What follows belongs to an exercise in optimizing a design on an open flow for small area, a short achievable clock period and few clock cycles per item; a production flow would make more cautious choices.
In this exercise RTL edits were held to simulation tests only and were not proved equivalent to the original.
Power and IR drop assume default switching activity.

==> flow/design.v (outline; a module is shown in full before it is edited, if it fits) <==
// module conv_requant_packer: 1604 lines
// module rq_fa: 4 lines
// module rq_ha: 4 lines
module conv_requant_packer #(
  parameter int DATA_WIDTH = 8,
  parameter int ACC_WIDTH  = 32,
  parameter int BUS_WIDTH  = 128,
  parameter int ADDR_WIDTH = 18
) (
  input  logic                  clk,
  input  logic                  rst,
  input  logic                  start,
  input  logic [ADDR_WIDTH-1:0] cfg_base_addr,
  input  logic [15:0]           cfg_scale,
  input  logic [4:0]            cfg_shift,
  input  logic [1:0]            cfg_act_mode,
  input  logic [DATA_WIDTH-1:0] cfg_clip_max,
  output logic                  busy,
  output logic                  done,
  input  logic                  in_valid,
  output logic                  in_ready,
  input  logic [ACC_WIDTH-1:0]  in_acc,
  input  logic [ACC_WIDTH-1:0]  in_bias,
  input  logic                  in_last,
  output logic                  out_valid,
  input  logic                  out_ready,
  output logic [ADDR_WIDTH-1:0] out_addr,
  output logic [BUS_WIDTH-1:0]  out_data,
  output logic                  out_last,
  output logic [15:0]           sat_count
);
  // ...
==> flow/flow/run.sh <==
#!/bin/bash
set -euo pipefail
export BUFFER_PORTS_ARGS="-buffer_cell sky130_fd_sc_hd__buf_1"
bash standard.sh "BUFFER_PORTS_ARGS=$BUFFER_PORTS_ARGS" finish > flow_make.log 2>&1
==> flow/standard.sh <==
#!/bin/bash
# synth_recipe.tcl (not shown) runs the flow's synth.tcl, then flattens the netlist and writes it again
# the make line also repeats each setting of config.mk as NAME=value (left out here)
make -C /OpenROAD-flow-scripts/flow DESIGN_CONFIG=/design/flow/config.mk WORK_HOME=/design/flow/orfs CLKGATE_MAP_FILE= SYNTH_SCRIPT=/design/flow/synth_recipe.tcl "${@:-finish}"
==> flow/config.mk <==
export PLATFORM = sky130hd
export DESIGN_NAME = conv_requant_packer
export DESIGN_NICKNAME = conv_requant_packer
export VERILOG_FILES = /design/flow/design.v
export SDC_FILE = /design/flow/constraint.sdc
export NUM_CORES = 4
export LEC_CHECK = 0
export ABC_AREA = 1
export CAP_MARGIN = 20
export CORE_MARGIN = 2
export CORE_UTILIZATION = 40
export GPL_ROUTABILITY_DRIVEN = 0
export SETUP_SLACK_MARGIN = 3.8
export SLEW_MARGIN = 20
export SYNTH_HIERARCHICAL = 1
export SYNTH_MINIMUM_KEEP_SIZE = 0
==> flow/constraint.sdc <==
create_clock -name core_clock -period 7.5 [get_ports {clk}]
set_input_delay 1.5000 -clock core_clock [delete_from_list [all_inputs] [get_ports {clk}]]
set_output_delay 1.5000 -clock core_clock [all_outputs]
set_load 0.01 [all_outputs]
==> impl_metrics.py, run 1 <==
metrics = {
    "critical_path": {
        "crit_family": "simple AND/OR/NAND/NOR gates",
        "critPathLaunch": "s2_c_q[14]$_DFFE_PN_",
        "critPathSlowestCell": "edfxtp_1",
        "cp.depth": 24,
        "critical_path_class": "register to register",
        "start_kind": "register",
        "worst-path-max-fanout": 7,
    },
    "layout": {
        "utilization_pct": 46.9,
        "antenna_cells": 0,
    },
    "worst_hold_path": {
        "whs_path_depth": 0,
    },
    "route": {
        "highest_layer": "met4",
        "viasPerCell": 5.53,
        "ant_nets": 0,
    },
    "run": {
        "cap_violations": 0,
    },
    "global_routing": {
        "top_usage_layer": "met2",
        "antenna_found_initial": 0,
        "grt_max_degree": 63,
    },
    "clock_tree": {
        "post_cts_resize_count": 52,
        "holdBufCountCts": 0,
    },
    "synthesis": {
        "syn_nets": 3228,
        "yosysMostFrequentCell": "nand2_1",
    },
    "timing": {
        "timing.hold.ws_ps": 419,
        "rsz0062_at_grt": "yes",
        "worst_pin_slew_ps": 1010,
    },
    "placed_design": {
        "io_buffers": 285,
        "dp.cells": 3727,
        "place_ws_ps": 2780,
    },
    "floorplanning": {
        "die_y_um": 267,
    },
    "run_status": {
        "status": "no timing/DRC/antenna violations",
    },
}
Testbench counts, summed over its fixed seeds: cycles 9,487, items 9,247.
==> inputs of run 2 (changes only) <==
--- a/flow/design.v
+++ b/flow/design.v
@@ -1485,29 +1485,39 @@
   assign cp_c[48] = cp_G47;
   assign cp_s = cp_p ^ cp_c[47:0];
   logic [PROD_W-1:0] p;
   logic [PROD_W:0]   p2;
   logic [24:0]       sh16;
   logic [16:0]       sh8;
   logic [12:0]       sh4;
   logic [10:0]       sh2;
-  logic [39:0]       hmask;
+  logic [39:0]       dd;
+  logic [23:0]       o16;
+  logic [15:0]       o8;
+  logic [11:0]       o4;
+  logic [9:0]        o2;
+  logic [8:0]        o1;
   logic              hi_ok;
   logic [9:0]        t10;
   always_comb begin
     p     = cp_s;
     p2    = {p, 1'b0};
     sh16  = cfg_shift_q[4] ? p2[40:16] : p2[24:0];
     sh8   = cfg_shift_q[3] ? sh16[24:8] : sh16[16:0];
     sh4   = cfg_shift_q[2] ? sh8[16:4]  : sh8[12:0];
     sh2   = cfg_shift_q[1] ? sh4[12:2]  : sh4[10:0];
     t10   = cfg_shift_q[0] ? sh2[10:1]  : sh2[9:0];
-    for (int i = 0; i < 40; i++) hmask[i] = (i >= 32'(cfg_shift_q));
-    hi_ok = ~|((p[PROD_W-1:8] ^ {40{p[PROD_W-1]}}) & hmask);
+    dd    = p[PROD_W-1:8] ^ {40{p[PROD_W-1]}};
+    o16   = cfg_shift_q[4] ? dd[39:16] : {8'd0, dd[15] | (|dd[39:16]), dd[14:0]};
+    o8    = cfg_shift_q[3] ? o16[23:8] : {8'd0, o16[7] | (|o16[23:8]), o16[6:0]};
+    o4    = cfg_shift_q[2] ? o8[15:4]  : {8'd0, o8[3] | (|o8[15:4]), o8[2:0]};
+    o2    = cfg_shift_q[1] ? o4[11:2]  : {8'd0, o4[1] | (|o4[11:2]), o4[0]};
+    o1    = cfg_shift_q[0] ? o2[9:1]   : {8'd0, o2[0] | (|o2[9:1])};
+    hi_ok = ~|o1;
   end
   logic [10:0]       u;
   logic              sat;
   logic signed [7:0] q_val, act_val;
   logic [7:0]        zbyte;
   always_comb begin
     u   = {s3_t_q[9], s3_t_q} + 11'd1;
     sat = ~s3_hi_q | (u[10] != u[9]) | (u[9] != u[8]);
==> impl_metrics.py, run 2 <==
metrics = {
    "run_status": {
        "status": "no timing/DRC/antenna violations",
    },
    "timing": {
        "worst_pin_slew_ps": 982,
        "post-route-min-period_ps": 3670,
        "tns_ps": 0,
        "rsz0062_at_grt": "yes",
        "finalSetupViolations": 0,
        "slew_violations": 0,
        "finalCritPeriodShare_pct": 49.0,
        "slew-limit-headroom_pct": 34.5,
        "fmax_ghz": 0.272,
        "finalClockSkew_ps": 33.7,
        "hold_violations": 0,
    },
    "global_routing": {
        "antenna_found_initial": 1,
        "grt_max_degree": 69,
        "gr-usage-all-layers_pct": 21.0,
        "grt_pass1_wl_um": 116000,
        "grt_pass1_vias": 21300,
        "overflow": 0,
    },
    "layout": {
        "largest_reg_flops": 128,
        "syn_to_final_growth_pct": 15.6,
        "mostFrequentLayoutCells": "418 x nand2_1, 328 x edfxtp_1, 285 x xor2_1",
        "finalInstanceArea_sq_um": 31300,
        "mostFrequentLayoutCell": "nand2_1",
        "layout.nets": 3339,
        "largest-register": "word_q",
        "reg_top3": "word_q: 128 flops, s2_a_q: 48 flops, s2_c_q: 47 flops",
        "drive_gt1_share_pct": 10.7,
    },
    "clock_tree": {
        "clockBufferDepth": 3,
        "clk_pin_slew_ps": 60,
        "htreeDepth": 2,
        "clk-insertion-delay-late_ps": 580,
        "cts_tree": "built",
        "ctsRootBufferMaster": "clkbuf_16",
        "cts_sinks": 354,
        "holdBufCountCts": 0,
        "cts_buffers": 40,
    },
    "synthesis": {
        "synth.cell_area_sq_um": 27000,
        "ys.flop_type": "edfxtp_1",
        "synthArstFlopShare_pct": 0,
        "synth_seq_area_share_pct": 38.4,
        "syn_nets": 3122,
        "synth_edf_count": 328,
        "yosysUniqueCellTypes": 50,
        "yosys-top-cells-count": "438 x nand2_1, 328 x edfxtp_1, 288 x xor2_1, 248 x o22ai_1, 239 x fa_1",
        "synth.top_cell.area_share_pct": 36.4,
        "yosysMostFrequentCell": "nand2_1",
        "synth-seq-cells": 354,
        "yosys-top-cells-area": "edfxtp_1 36%, fa_1 18%, xor2_1 9.3%, ha_1 7.0%, nand2_1 6.1%",
        "yosys_warnings": 7,
        "avgSynthCellArea_sq_um": 10.4,
        "synthCells": 2612,
        "yosysTopAreaCell": "edfxtp_1",
    },
    "critical_path": {
        "crit_required_ps": 7800,
        "slowest_delay_ps": 950,
        "path_cells": "o22ai_1, xor2_1, fa_1, fa_1, fa_1, fa_1",
        "critical_path_class": "register to register",
        "start_kind": "register",
        "worst-path-max-fanout": 17,
        "cp-end-kind": "register",
        "crit_arrival_ps": 3970,
        "critPathSlowestCell": "edfxtp_1",
        "crit_top_cell": "fa_1",
    },
    "route": {
        "dr.first_iter.drc_count": 1771,
        "wire_per_inst_um": 20.0,
        "drc_errors": 0,
        "ant_nets": 0,
        "vias": 20400,
        "totalWireLength_um": 74800,
        "firstDrtPassIters": 5,
        "viasPerCell": 5.47,
    },
    "power": {
        "leakagePower_nw": 12.7,
        "ir_drop_v": 0.000270,
        "power.total_mw": 14.7,
        "pwr_density_cell_nw_per_um2": 470,
    },
    "floorplanning": {
        "io_pins": 286,
        "core_area_sq_um": 67000,
        "core.rowCount": 95,
        "die_y_um": 264,
        "dieArea_sq_um": 69700,
        "fp.dieW_um": 264,
        "initial_core_util_pct": 40.3,
    },
    "placed_design": {
        "dpl-instance-area_sq_um": 28800,
        "io_buffers": 285,
        "dp_hpwl_um": 50200,
    },
    "worst_hold_path": {
        "hold_class": "register to register",
    },
    "run": {
        "cap_violations": 0,
    },
}
run 2: cell count changes in the layout (fill, tap and decap cells not counted), moves of 14 or more:
cell	before	now
inv_1	213	180
o21ai_2	15	1
nor2_1	168	119
nand2_1	401	418
nand3_1	65	94
nand4_1	24	10
run 2: power by group:
part | internal, mW | leakage, nW | switching [mW]
clock | 1.18 | 0.671 | 0.855
combinational | 3.92 | 8.50 | 5.16
sequential | 3.11 | 3.52 | 0.474
total | 8.20 | 12.7 | 6.49
run 2: per-module statistics from Yosys (local to each module, per instance):
module | flops+latches | cell area [sq um]
conv_requant_packer | 354 | 22600
rq_ha | 0 | 12.5
rq_fa | 0 | 20.0
run 2: cell type report:
type / instances / area [sq um]
diodes: 1 / 2.50
well taps: 873 / 1090
repair buffers: 359 / 1800
multi-input cells: 1881 / 15900
clock inverters: 30 / 355
fillers: 6259 / 35800
flip-flops and latches: 354 / 10400
clock buffers: 44 / 1020
inverters: 193 / 746
run 2: logic make-up after synthesis:
group	count (synthesis)	synth area share (%)
compound gates	438	9.64
xor+xnor	320	10.4
fa+ha+maj	391	24.7
buf+inv	378	5.47
flops	354	38.4
mux	5	0.208
simple gates	726	11.2
run 2: worst paths after layout:
path	to	slack (ps)	cells after the start	startpoint
max	s2_c_q[16]$_DFFE_PN_	3830	6	s1_bn_q[14]$_DFFE_PN_
min reg2reg	s3_last_q$_DFFE_PN_	420	0	s2_last_q$_DFFE_PN_
min	s3_last_q$_DFFE_PN_	420	0	s2_last_q$_DFFE_PN_
max reg2reg	s2_c_q[16]$_DFFE_PN_	3830	6	s1_bn_q[14]$_DFFE_PN_
run 2: per-stage QoR:
stage	cells	worst slack, ps	util [%]	hold slack, ps
after floorplan	2612	2490	-	400
after global placement	3617	3190	43.0	408
after detailed placement	3617	3120	43.0	406
after CTS	3701	3800	45.4	420
after global routing	3734	3710	46.6	422
final	3735	3830	46.6	418
run 2: timing repair:
item                                    in CTS  in global routing
buffers inserted                            10                 32
gates cloned                                 0                  1
endpoints found under the setup margin     146                190
gates resized for setup                     37                 98
pin swaps                                    6                 35
run 2: critical path: cells and delay by family (launching register included):
family	cells	cell delay (ps)
DFF	1	950
xor gates and xnor gates	1	210
adders and majority gates	4	2040
AOI/OAI and AO/OA	1	220
run 2: routing by layer:
layer | global-route usage [%] | part of all wire, % | up-vias
met5 | 0 | 0.017 | -
met4 | 7.52 | 3.3 | 2
met3 | 4.62 | 9.1 | 201
met2 | 36.1 | 49 | 1044
met1 | 26.0 | 39 | 9876
li1 | - | - | 9308
Testbench counts of run 2, summed over its fixed seeds: cycles 9,487, items 9,247.
==> inputs of run 3 (changes only) <==
--- a/flow/config.mk
+++ b/flow/config.mk
@@ -10,7 +10,7 @@
 export CORE_MARGIN = 2
 export CORE_UTILIZATION = 40
 export GPL_ROUTABILITY_DRIVEN = 0
-export SETUP_SLACK_MARGIN = 3.8
+export SETUP_SLACK_MARGIN = 3.9
 export SLEW_MARGIN = 20
 export SYNTH_HIERARCHICAL = 1
 export SYNTH_MINIMUM_KEEP_SIZE = 0
==> impl_metrics.py, run 3 <==
metrics = {
    "run_status": {
        "status": "no timing/DRC/antenna violations",
    },
    "floorplanning": {
        "core_area_sq_um": 67000,
        "core.rowCount": 95,
        "die_y_um": 264,
        "fp.dieW_um": 264,
        "io_pins": 286,
        "initial_core_util_pct": 40.3,
        "dieArea_sq_um": 69700,
    },
    "synthesis": {
        "synth_seq_area_share_pct": 38.4,
        "synth_edf_count": 328,
        "avgSynthCellArea_sq_um": 10.4,
        "yosysMostFrequentCell": "nand2_1",
        "yosys-top-cells-area": "edfxtp_1 36%, fa_1 18%, xor2_1 9.3%, ha_1 7.0%, nand2_1 6.1%",
        "synthArstFlopShare_pct": 0,
        "syn_nets": 3122,
        "yosys-top-cells-count": "438 x nand2_1, 328 x edfxtp_1, 288 x xor2_1, 248 x o22ai_1, 239 x fa_1",
        "yosys_warnings": 7,
        "ys.flop_type": "edfxtp_1",
        "synth.top_cell.area_share_pct": 36.4,
        "yosysTopAreaCell": "edfxtp_1",
        "yosysUniqueCellTypes": 50,
        "synth.cell_area_sq_um": 27000,
        "synthCells": 2612,
        "synth-seq-cells": 354,
    },
    "worst_hold_path": {
        "hold_class": "register to register",
    },
    "clock_tree": {
        "clockBufferDepth": 3,
        "htreeDepth": 2,
        "clk_pin_slew_ps": 60,
        "holdBufCountCts": 0,
        "ctsRootBufferMaster": "clkbuf_16",
        "clk-insertion-delay-late_ps": 570,
        "cts_sinks": 354,
        "cts_buffers": 38,
        "cts_tree": "built",
    },
    "layout": {
        "largest_reg_flops": 128,
        "mostFrequentLayoutCells": "423 x nand2_1, 328 x edfxtp_1, 285 x xor2_1",
        "layout.nets": 3400,
        "utilization_pct": 47.5,
        "finalInstanceArea_sq_um": 31900,
        "largest-register": "word_q",
        "syn_to_final_growth_pct": 17.9,
        "mostFrequentLayoutCell": "nand2_1",
        "drive_gt1_share_pct": 12.2,
        "n_fill_cell": 6153,
        "reg_top3": "word_q: 128 flops, s2_a_q: 48 flops, s2_c_q: 47 flops",
    },
    "route": {
        "viasPerCell": 5.43,
        "wire_per_inst_um": 19.5,
        "drc_errors": 0,
        "firstDrtPassIters": 5,
        "ant_nets": 0,
        "totalWireLength_um": 73900,
        "vias": 20600,
        "dr.first_iter.drc_count": 1864,
    },
    "timing": {
        "rsz0062_at_grt": "yes",
        "tns_ps": 0,
        "slew-limit-headroom_pct": 28.5,
        "setup_ws_ps": 3940,
        "worst_pin_slew_ps": 1070,
        "fmax_ghz": 0.281,
        "timing.hold.ws_ps": 426,
        "slew_violations": 0,
        "hold_violations": 0,
        "post-route-min-period_ps": 3560,
        "finalCritPeriodShare_pct": 47.5,
        "finalClockSkew_ps": 28.5,
        "finalSetupViolations": 0,
    },
    "global_routing": {
        "overflow": 0,
        "use_met1_pct": 25.7,
        "top_usage_layer": "met2",
        "grt_max_degree": 81,
        "gr-usage-all-layers_pct": 20.6,
        "met3_usage_pct": 4.02,
        "use_met2_pct": 35.4,
        "grt_pass1_vias": 20900,
        "grt_pass1_wl_um": 114000,
        "antenna_found_initial": 2,
    },
    "run": {
        "cap_violations": 0,
    },
    "critical_path": {
        "crit_required_ps": 6000,
        "worst-path-max-fanout": 5,
        "r2r_setup_slack_ps": 3990,
        "crit_end": "in_ready",
        "crit_arrival_ps": 2060,
        "r2r_end": "s3_hi_q$_DFFE_PN_",
        "critPathLaunch": "out_ready",
        "r2r_start": "s2_a_q[13]$_DFFE_PN_",
        "critical_path_class": "primary input to output pin",
        "start_kind": "primary input",
        "cp-end-kind": "output pin",
        "r2r_cells": 21,
    },
    "placed_design": {
        "io_buffers": 285,
        "dpl-instance-area_sq_um": 28900,
        "place_ws_ps": 3070,
        "dp_hpwl_um": 49400,
    },
    "power": {
        "leakagePower_nw": 13.0,
        "power_frac_clock_pct": 13.2,
        "p_int_mw": 8.23,
        "p_sw_mw": 6.36,
        "seq_power_share_pct": 23.1,
        "pwr_density_cell_nw_per_um2": 458,
        "switching_share_pct": 43.6,
        "p_comb_share_pct": 63.7,
        "ir_drop_v": 0.000214,
    },
}
==> run 3: cell counts after synthesis <==
Identical to the previous run, type by type.
==> run 3: per-stage QoR <==
stage	std cells	total power [mW]
2_1_floorplan	2612	9.17
3_3_place_gp	3619	11.7
3_5_place_dp	3619	11.9
4_1_cts	3699	14.0
5_1_grt	3791	15.8
6_report	3794	14.6
==> run 3: per-layer routing <==
| layer | up-vias | share of wire (%) |
|---|---|---|
| met5 | - | 0.034 |
| met4 | 4 | 3.0 |
| met3 | 187 | 7.8 |
| met2 | 993 | 49 |
| met1 | 9954 | 40 |
| li1 | 9450 | - |
==> run 3: cell families (layout without fill, tap and decap cells) <==
| group | Yosys count | count (layout) | share of synthesized area (%) |
|---|---|---|---|
| mux | 5 | 5 | 0.208 |
| xor+xnor | 320 | 320 | 10.4 |
| simple gates | 726 | 729 | 11.2 |
| compound gates | 438 | 438 | 9.64 |
| flops | 354 | 354 | 38.4 |
| fa+ha+maj | 391 | 391 | 24.7 |
| buf+inv | 378 | 681 | 5.47 |
| other cells | 0 | 3 | 0 |
==> run 3: Yosys stat by module (local to each module, per instance) <==
module / cells / cell area, sq um / flops+latches
rq_ha: 1 / 12.5 / 0
conv_requant_packer: 2381 / 22600 / 354
rq_fa: 1 / 20.0 / 0
==> run 3: critical path: stages <==
cell and delay, ps:
buf_2 130, nor2_4 180, nor2_1 90, buf_2 160
==> run 3: power by group through the flow <==
stage / clock [mW] / combinational (mW) / sequential [mW]
5_1_grt: 2.04 / 10.4 / 3.41
3_3_place_gp: 0 / 8.06 / 3.62
4_1_cts: 1.98 / 8.40 / 3.58
2_1_floorplan: 0 / 5.91 / 3.26
6_report: 1.92 / 9.29 / 3.38
3_5_place_dp: 0 / 8.29 / 3.63
==> run 3: layout make-up <==
cell class	count	area, sq um	area share [%]
flip-flops and latches	354	10400	32.5
clock buffers	44	995	3.12
multi-input cells	1883	15900	49.9
well taps	873	1090	3.43
clock inverters	24	287	0.899
inverters	193	741	2.32
repair buffers	420	2460	7.73
diodes	3	7.51	0.0236
==> run 3: worst min path at each step <==
stage,from,depth (start not counted),slack (ps),endpoint
after global placement,s2_last_q$_DFFE_PN_,0,400,s3_last_q$_DFFE_PN_
after floorplan,s1_last_q$_DFFE_PN_,0,400,s2_last_q$_DFFE_PN_
final,s1_last_q$_DFFE_PN_,0,430,s2_last_q$_DFFE_PN_
after CTS,s1_last_q$_DFFE_PN_,0,430,s2_last_q$_DFFE_PN_
after global routing,s2_last_q$_DFFE_PN_,0,440,s3_last_q$_DFFE_PN_
after detailed placement,s1_last_q$_DFFE_PN_,0,410,s2_last_q$_DFFE_PN_
==> run 3: what timing repair did <==
action,4_1_cts,5_1_grt
setup buffers,12,88
setup endpoints to repair,226,214
gates resized for setup,44,99
pin swaps,8,31
gates cloned,0,4
==> inputs of run 4 (changes only) <==
--- a/flow/config.mk
+++ b/flow/config.mk
@@ -10,6 +10,7 @@
 export CORE_MARGIN = 2
 export CORE_UTILIZATION = 40
 export GPL_ROUTABILITY_DRIVEN = 0
+export PLACE_DENSITY = 0.75
 export SETUP_SLACK_MARGIN = 3.9
 export SLEW_MARGIN = 20
 export SYNTH_HIERARCHICAL = 1
==> impl_metrics.py, run 4 <==
metrics = {
    "route": {
        "wire_per_inst_um": 19.2,
        "viasPerCell": 5.50,
        "totalWireLength_um": 72700,
        "drc_errors": 0,
        "dr.first_iter.drc_count": 2044,
        "vias": 20800,
        "firstDrtPassIters": 8,
        "ant_nets": 0,
    },
    "layout": {
        "largest-register": "word_q",
        "utilization_pct": 47.8,
        "finalInstanceArea_sq_um": 32000,
        "largest_reg_flops": 128,
        "drive_gt1_share_pct": 12.3,
        "layout.nets": 3383,
        "mostFrequentLayoutCell": "nand2_1",
        "syn_to_final_growth_pct": 18.5,
        "reg_top3": "word_q: 128 flops, s2_a_q: 48 flops, s2_c_q: 47 flops",
        "mostFrequentLayoutCells": "416 x nand2_1, 328 x edfxtp_1, 283 x xor2_1, 283 x buf_1, 248 x o22ai_1",
    },
    "power": {
        "power.total_mw": 14.5,
        "p_sw_mw": 6.25,
        "seq_power_share_pct": 24.1,
        "p_comb_share_pct": 61.3,
        "switching_share_pct": 43.2,
        "pwr_density_cell_nw_per_um2": 452,
        "p_int_mw": 8.22,
        "leakagePower_nw": 13.0,
        "power_frac_clock_pct": 14.5,
        "ir_drop_v": 0.000219,
    },
    "critical_path": {
        "worst-path-max-fanout": 17,
        "crit_arrival_ps": 3890,
        "start_kind": "register",
        "cp-end-kind": "register",
        "critical_path_class": "register to register",
        "crit_required_ps": 7770,
    },
    "floorplanning": {
        "core.rowCount": 95,
        "fp.dieW_um": 264,
        "die_y_um": 264,
        "initial_core_util_pct": 40.3,
        "io_pins": 286,
        "dieArea_sq_um": 69700,
        "core_area_sq_um": 67000,
    },
    "run_status": {
        "status": "no timing/DRC/antenna violations",
    },
    "synthesis": {
        "synth_edf_count": 328,
        "synthArstFlopShare_pct": 0,
        "synth.cell_area_sq_um": 27000,
        "yosysTopAreaCell": "edfxtp_1",
        "syn_nets": 3122,
        "yosysMostFrequentCell": "nand2_1",
        "ys.flop_type": "edfxtp_1",
        "synth.top_cell.area_share_pct": 36.4,
        "synth-seq-cells": 354,
        "yosys_warnings": 7,
        "synthCells": 2612,
        "yosys-top-cells-area": "edfxtp_1 36%, fa_1 18%, xor2_1 9.3%, ha_1 7.0%, nand2_1 6.1%",
        "yosys-top-cells-count": "438 x nand2_1, 328 x edfxtp_1, 288 x xor2_1, 248 x o22ai_1, 239 x fa_1",
        "yosysUniqueCellTypes": 50,
        "avgSynthCellArea_sq_um": 10.4,
        "synth_seq_area_share_pct": 38.4,
    },
    "run": {
        "cap_violations": 0,
    },
    "clock_tree": {
        "cts_buffers": 40,
        "ctsRootBufferMaster": "clkbuf_16",
        "cts_tree": "built",
        "htreeDepth": 2,
        "cts_sinks": 354,
        "clk-insertion-delay-late_ps": 580,
        "clk_pin_slew_ps": 60,
        "clockBufferDepth": 3,
        "holdBufCountCts": 0,
    },
    "timing": {
        "post-route-min-period_ps": 3620,
        "finalCritPeriodShare_pct": 48.3,
        "slew_violations": 0,
        "finalClockSkew_ps": 35.2,
        "tns_ps": 0,
        "slew-limit-headroom_pct": 36.1,
        "hold_violations": 0,
        "fmax_ghz": 0.276,
        "finalSetupViolations": 0,
        "worst_pin_slew_ps": 958,
        "rsz0062_at_grt": "yes",
    },
    "placed_design": {
        "io_buffers": 285,
        "dpl-instance-area_sq_um": 28900,
        "dp_hpwl_um": 48100,
    },
    "global_routing": {
        "grt_pass1_wl_um": 111000,
        "overflow": 0,
        "grt_max_degree": 146,
        "grt_pass1_vias": 20700,
        "gr-usage-all-layers_pct": 19.9,
        "antenna_found_initial": 3,
    },
    "worst_hold_path": {
        "hold_class": "register to register",
    },
}
## run 4: cell counts after synthesis
Identical to the previous run, type by type.
## run 4: cell type report
| cell class | count | area, sq um |
|---|---|---|
| clock inverters | 29 | 389 |
| well taps | 873 | 1090 |
| multi-input cells | 1881 | 16100 |
| fillers | 5907 | 35000 |
| repair inverters | 1 | 8.76 |
| flip-flops and latches | 354 | 10400 |
| clock buffers | 45 | 1030 |
| diodes | 3 | 7.51 |
| inverters | 193 | 749 |
| repair buffers | 402 | 2280 |
## run 4: metal layers
| metal | vias to the layer above | share of wire [%] | GRT usage [%] |
|---|---|---|---|
| li1 | 9424 | - | - |
| met1 | 9927 | 39 | 24.7 |
| met2 | 1205 | 48 | 33.7 |
| met3 | 234 | 9.6 | 4.67 |
| met4 | 2 | 3.6 | 7.59 |
| met5 | - | 0.0069 | 0 |
## run 4: cells by family after synthesis
logic type	Yosys count	synth area share (%)
AND/OR/NAND/NOR	726	11.2
AO/OA/AOI/OAI	438	9.64
adder cells (fa/ha/maj)	391	24.7
buffers and inverters	378	5.47
flip-flops	354	38.4
XOR/XNOR	320	10.4
multiplexers	5	0.208
## run 4: path summary, 6_finish.rpt
path,from,end,slack [ps],cells after the start
hold / removal,s1_last_q$_DFFE_PN_,s2_last_q$_DFFE_PN_,430,0
setup / recovery,s1_bn_q[12]$_DFFE_PN_,s2_c_q[15]$_DFFE_PN_,3880,6
hold reg to reg,s1_last_q$_DFFE_PN_,s2_last_q$_DFFE_PN_,430,0
setup reg to reg,s1_bn_q[12]$_DFFE_PN_,s2_c_q[15]$_DFFE_PN_,3880,6
## run 4: per-module statistics from Yosys (local to each module, per instance)
module / cell area [sq um] / flops+latches / times used
rq_ha: 12.5 / 0 / 20
rq_fa: 20.0 / 0 / 211
conv_requant_packer: 22600 / 354 / 1
## run 4: critical path, stage by stage (launching register included)
cell	delay, ps
edfxtp_1	860
o22ai_1	210
xor2_1	270
fa_1	490
fa_1	440
fa_1	560
fa_1	480
## run 4: stage by stage
| step | instances | setup WS (ps) | hold slack (ps) |
|---|---|---|---|
| floorplan | 2612 | 2490 | 400 |
| global placement | 3616 | 3000 | 402 |
| detailed placement | 3617 | 3050 | 416 |
| CTS | 3703 | 3900 | 430 |
| global route | 3780 | 3690 | 440 |
| finish | 3781 | 3880 | 429 |
## run 4: power groups by stage
| stage | Clock [mW] | Combinational [mW] | Sequential, mW |
|---|---|---|---|
| after detailed placement | 0 | 7.83 | 3.64 |
| after CTS | 2.15 | 8.08 | 3.61 |
| after floorplan | 0 | 5.91 | 3.26 |
| after global routing | 2.23 | 10.0 | 3.52 |
| after global placement | 0 | 7.38 | 3.63 |
| final | 2.10 | 8.87 | 3.49 |
## run 4: what timing repair did
| item | 4_1_cts | 5_1_grt |
|---|---|---|
| gates cloned | 0 | 3 |
| gates resized for setup | 64 | 104 |
| buffers inserted | 12 | 72 |
| pin swaps | 10 | 38 |
| endpoints found under the setup margin | 220 | 196 |
==> inputs of run 5 (changes only) <==
--- a/flow/config.mk
+++ b/flow/config.mk
@@ -10,8 +10,7 @@
 export CORE_MARGIN = 2
 export CORE_UTILIZATION = 40
 export GPL_ROUTABILITY_DRIVEN = 0
-export PLACE_DENSITY = 0.75
-export SETUP_SLACK_MARGIN = 3.9
+export SETUP_SLACK_MARGIN = 4.0
 export SLEW_MARGIN = 20
 export SYNTH_HIERARCHICAL = 1
 export SYNTH_MINIMUM_KEEP_SIZE = 0
==> impl_metrics.py, run 5 <==
metrics = {
    "synthesis": {
        "yosysMostFrequentCell": "nand2_1",
        "synthAdderAreaFrac_pct": 24.7,
        "synth_simple_gate_area_share_pct": 11.2,
        "yosys-top-cells-count": "438 x nand2_1, 328 x edfxtp_1, 288 x xor2_1, 248 x o22ai_1, 239 x fa_1",
        "synthMuxAreaShare_pct": 0.208,
        "yosysTopAreaCell": "edfxtp_1",
        "avgSynthCellArea_sq_um": 10.4,
        "synth_seq_area_share_pct": 38.4,
        "synthCells": 2612,
        "synthArstFlopShare_pct": 0,
        "synth_xor_xnor_area_share_pct": 10.4,
        "synth_top_family_by_area": "adder cells",
        "synth.top_cell.area_share_pct": 36.4,
        "synth.cell_area_sq_um": 27000,
        "synth-compound-area-share_pct": 9.64,
        "yosys-top-cells-area": "edfxtp_1 36%, fa_1 18%, xor2_1 9.3%, ha_1 7.0%, nand2_1 6.1%",
        "ys.flop_type": "edfxtp_1",
        "syn_nets": 3122,
        "synth_edf_count": 328,
        "yosys_warnings": 7,
        "synth-seq-cells": 354,
        "yosysUniqueCellTypes": 50,
    },
    "clock_tree": {
        "clk-insertion-delay-late_ps": 590,
        "holdBufCountCts": 0,
        "ctsRootBufferMaster": "clkbuf_16",
        "htreeDepth": 2,
        "cts_buffers": 40,
        "cts_sinks": 354,
        "cts_tree": "built",
        "clockBufferDepth": 3,
        "clk_pin_slew_ps": 70,
    },
    "floorplanning": {
        "initial_core_util_pct": 40.3,
        "io_pins": 286,
        "die_y_um": 264,
        "fp.dieW_um": 264,
        "core.rowCount": 95,
        "dieArea_sq_um": 69700,
        "core_area_sq_um": 67000,
    },
    "worst_hold_path": {
        "whs_path_depth": 0,
        "hold_class": "register to register",
        "holdCritStartpoint": "s2_last_q$_DFFE_PN_",
    },
    "layout": {
        "layout.nets": 3433,
        "largest_reg_flops": 128,
        "drive_gt1_share_pct": 15.6,
        "reg_top3": "word_q: 128 flops, s2_a_q: 48 flops, s2_c_q: 47 flops",
        "mostFrequentLayoutCell": "nand2_1",
        "mostFrequentLayoutCells": "399 x nand2_1, 328 x edfxtp_1, 283 x xor2_1",
        "finalInstanceArea_sq_um": 32900,
        "largest-register": "word_q",
        "syn_to_final_growth_pct": 21.5,
    },
    "timing": {
        "worst_pin_slew_ps": 984,
        "fmax_ghz": 0.282,
        "finalCritPeriodShare_pct": 47.3,
        "slew-limit-headroom_pct": 34.4,
        "finalSetupViolations": 0,
        "slew_violations": 0,
        "tns_ps": 0,
        "post-route-min-period_ps": 3550,
        "rsz0062_at_grt": "yes",
        "finalClockSkew_ps": 31.7,
        "hold_violations": 0,
    },
    "critical_path": {
        "r2r_setup_slack_ps": 3950,
        "cp-end-kind": "register",
        "crit_arrival_ps": 3980,
        "r2r_cells": 23,
        "r2r_start": "s2_a_q[20]$_DFFE_PN_",
        "critPathLaunch": "s2_a_q[20]$_DFFE_PN_",
        "crit_required_ps": 7940,
        "worst-path-max-fanout": 5,
        "start_kind": "register",
        "critical_path_class": "register to register",
    },
    "route": {
        "viasPerCell": 5.42,
        "drc_errors": 0,
        "ant_nets": 0,
        "wire_per_inst_um": 19.8,
        "dr.first_iter.drc_count": 1712,
        "totalWireLength_um": 75700,
        "firstDrtPassIters": 5,
        "vias": 20800,
    },
    "global_routing": {
        "grt_pass1_vias": 21200,
        "antenna_found_initial": 1,
        "grt_max_degree": 77,
        "grt_pass1_wl_um": 116000,
        "overflow": 0,
        "gr-usage-all-layers_pct": 20.9,
    },
    "power": {
        "p_comb_share_pct": 64.7,
        "switching_share_pct": 44.0,
        "leakagePower_nw": 13.3,
        "ir_drop_v": 0.000237,
        "p_int_mw": 8.43,
        "power_frac_clock_pct": 12.7,
        "seq_power_share_pct": 22.6,
        "pwr_density_cell_nw_per_um2": 458,
        "p_sw_mw": 6.61,
    },
    "run_status": {
        "status": "no timing/DRC/antenna violations",
    },
    "placed_design": {
        "dpl-instance-area_sq_um": 28900,
        "io_buffers": 285,
        "dp_hpwl_um": 49100,
    },
    "run": {
        "cap_violations": 0,
    },
}
## run 5: what timing repair did
action                                  CTS  global route
pin swaps                                14            85
gates cloned                              2             9
buffers inserted                         60            62
gates resized for setup                  89           197
endpoints found under the setup margin  240           311
## run 5: final timing paths
check                              to
setup / recovery    s3_hi_q$_DFFE_PN_
hold / removal    s3_last_q$_DFFE_PN_
setup reg to reg    s3_hi_q$_DFFE_PN_
hold reg to reg   s3_last_q$_DFFE_PN_
## run 5: power groups by stage
| stage | Clock, mW | Sequential (mW) | Combinational (mW) |
|---|---|---|---|
| 6_report | 1.91 | 3.40 | 9.73 |
| 5_1_grt | 2.04 | 3.43 | 10.9 |
| 4_1_cts | 1.96 | 3.44 | 8.84 |
| 3_5_place_dp | 0 | 3.63 | 8.24 |
| 3_3_place_gp | 0 | 3.62 | 8.03 |
| 2_1_floorplan | 0 | 3.26 | 5.91 |
## run 5: cell families (layout without fill, tap and decap cells)
logic type | after synthesis | count (layout)
AO/OA/AOI/OAI | 438 | 438
multiplexers | 5 | 5
adder cells (fa/ha/maj) | 391 | 391
buffers and inverters | 378 | 715
other | 0 | 1
XOR/XNOR | 320 | 320
AND/OR/NAND/NOR | 726 | 730
flip-flops | 354 | 354
## run 5: final cells by class
| cell class | count | area (sq um) |
|---|---|---|
| antenna | 1 | 2.50 |
| timing repair buffer | 450 | 2850 |
| clock buffer | 49 | 1030 |
| multi-input combinational | 1884 | 16500 |
| clock inverter | 23 | 231 |
| sequential | 354 | 10400 |
| inverter | 193 | 749 |
| tap | 873 | 1090 |
| fill | 6015 | 34200 |
## run 5: Yosys stat by module (local to each module, per instance)
| module | copies in the design | cells | cell area (sq um) | flip-flops and latches |
|---|---|---|---|---|
| rq_ha | 20 | 1 | 12.5 | 0 |
| rq_fa | 211 | 1 | 20.0 | 0 |
| conv_requant_packer | 1 | 2381 | 22600 | 354 |
## run 5: critical path, stage by stage, from the launching register on
cell and delay, ps:
edfxtp_1 420, ha_1 310, inv_2 50, nor3_4 200, nand2_2 110, nor3_4 200, nand2_4 70, nand2_4 100
nand2_2 50, nand2_2 90, nand2_2 50, nand2_2 80, a21boi_2 70, fa_2 420, xnor2_2 150, nand2_2 150
nand3b_1 170, nand2_1 120, nand3_1 80, nor2_1 110, nor2_1 50, nor2_1 160, nand3_2 90, nor2_2 100
## run 5: routing by layer
metal	track usage, %	share of wire (%)
met3	3.86	7.6
met4	8.38	3.8
met1	26.3	40
met5	0	0.013
met2	35.6	49
## run 5: per-stage QoR
stage                     total power [mW]  utilization (%)  cells  hold WS, ps  worst slack (ps)
final                                 15.0             49.0   3827          420              3950
after global placement                11.6             43.1   3620          402              3250
after CTS                             14.2             46.8   3755          422              3970
after global routing                  16.3             49.0   3826          447              3750
after detailed placement              11.9             43.1   3621          407              3120
after floorplan                       9.17                -   2612          400              2490

## afterwards: timing with drivers on the ports
The results above use ideal ports. As a check the final layouts listed here were re-extracted and re-timed, cells and wires unchanged. Step 1 sets driving cells, clkbuf_16 on the clock port and buf_2 on the other inputs (assumed; they add their load-dependent delay and slew). Step 2, shift: input delay + t, output delay - t, t = (earliest + latest rising clock arrival at the registers) / 2. This alone moves slack from input paths to output paths. a / b / c = ideal / step 1 / step 2; a / b = the first two.
| run | t, ns | setup slack, ns | clock arrival spread, ns |
|---|---|---|---|
| run 1 | 0.636 | 3.797 / 3.797 / 3.477 | 0.035 / 0.034 |
| run 2 | 0.627 | 3.828 / 3.828 / 3.498 | 0.037 / 0.036 |
| run 3 | 0.615 | 3.939 / 3.917 / 3.577 | 0.029 / 0.029 |
| run 4 | 0.627 | 3.880 / 3.880 / 3.610 | 0.036 / 0.037 |
| run 5 | 0.632 | 3.954 / 3.954 / 3.608 | 0.032 / 0.032 |
After both steps setup and hold are still met in every run listed. For run 3, which loses most, drivers alone change the setup slack by -0.022 ns; drivers and shift together by -0.362 ns.
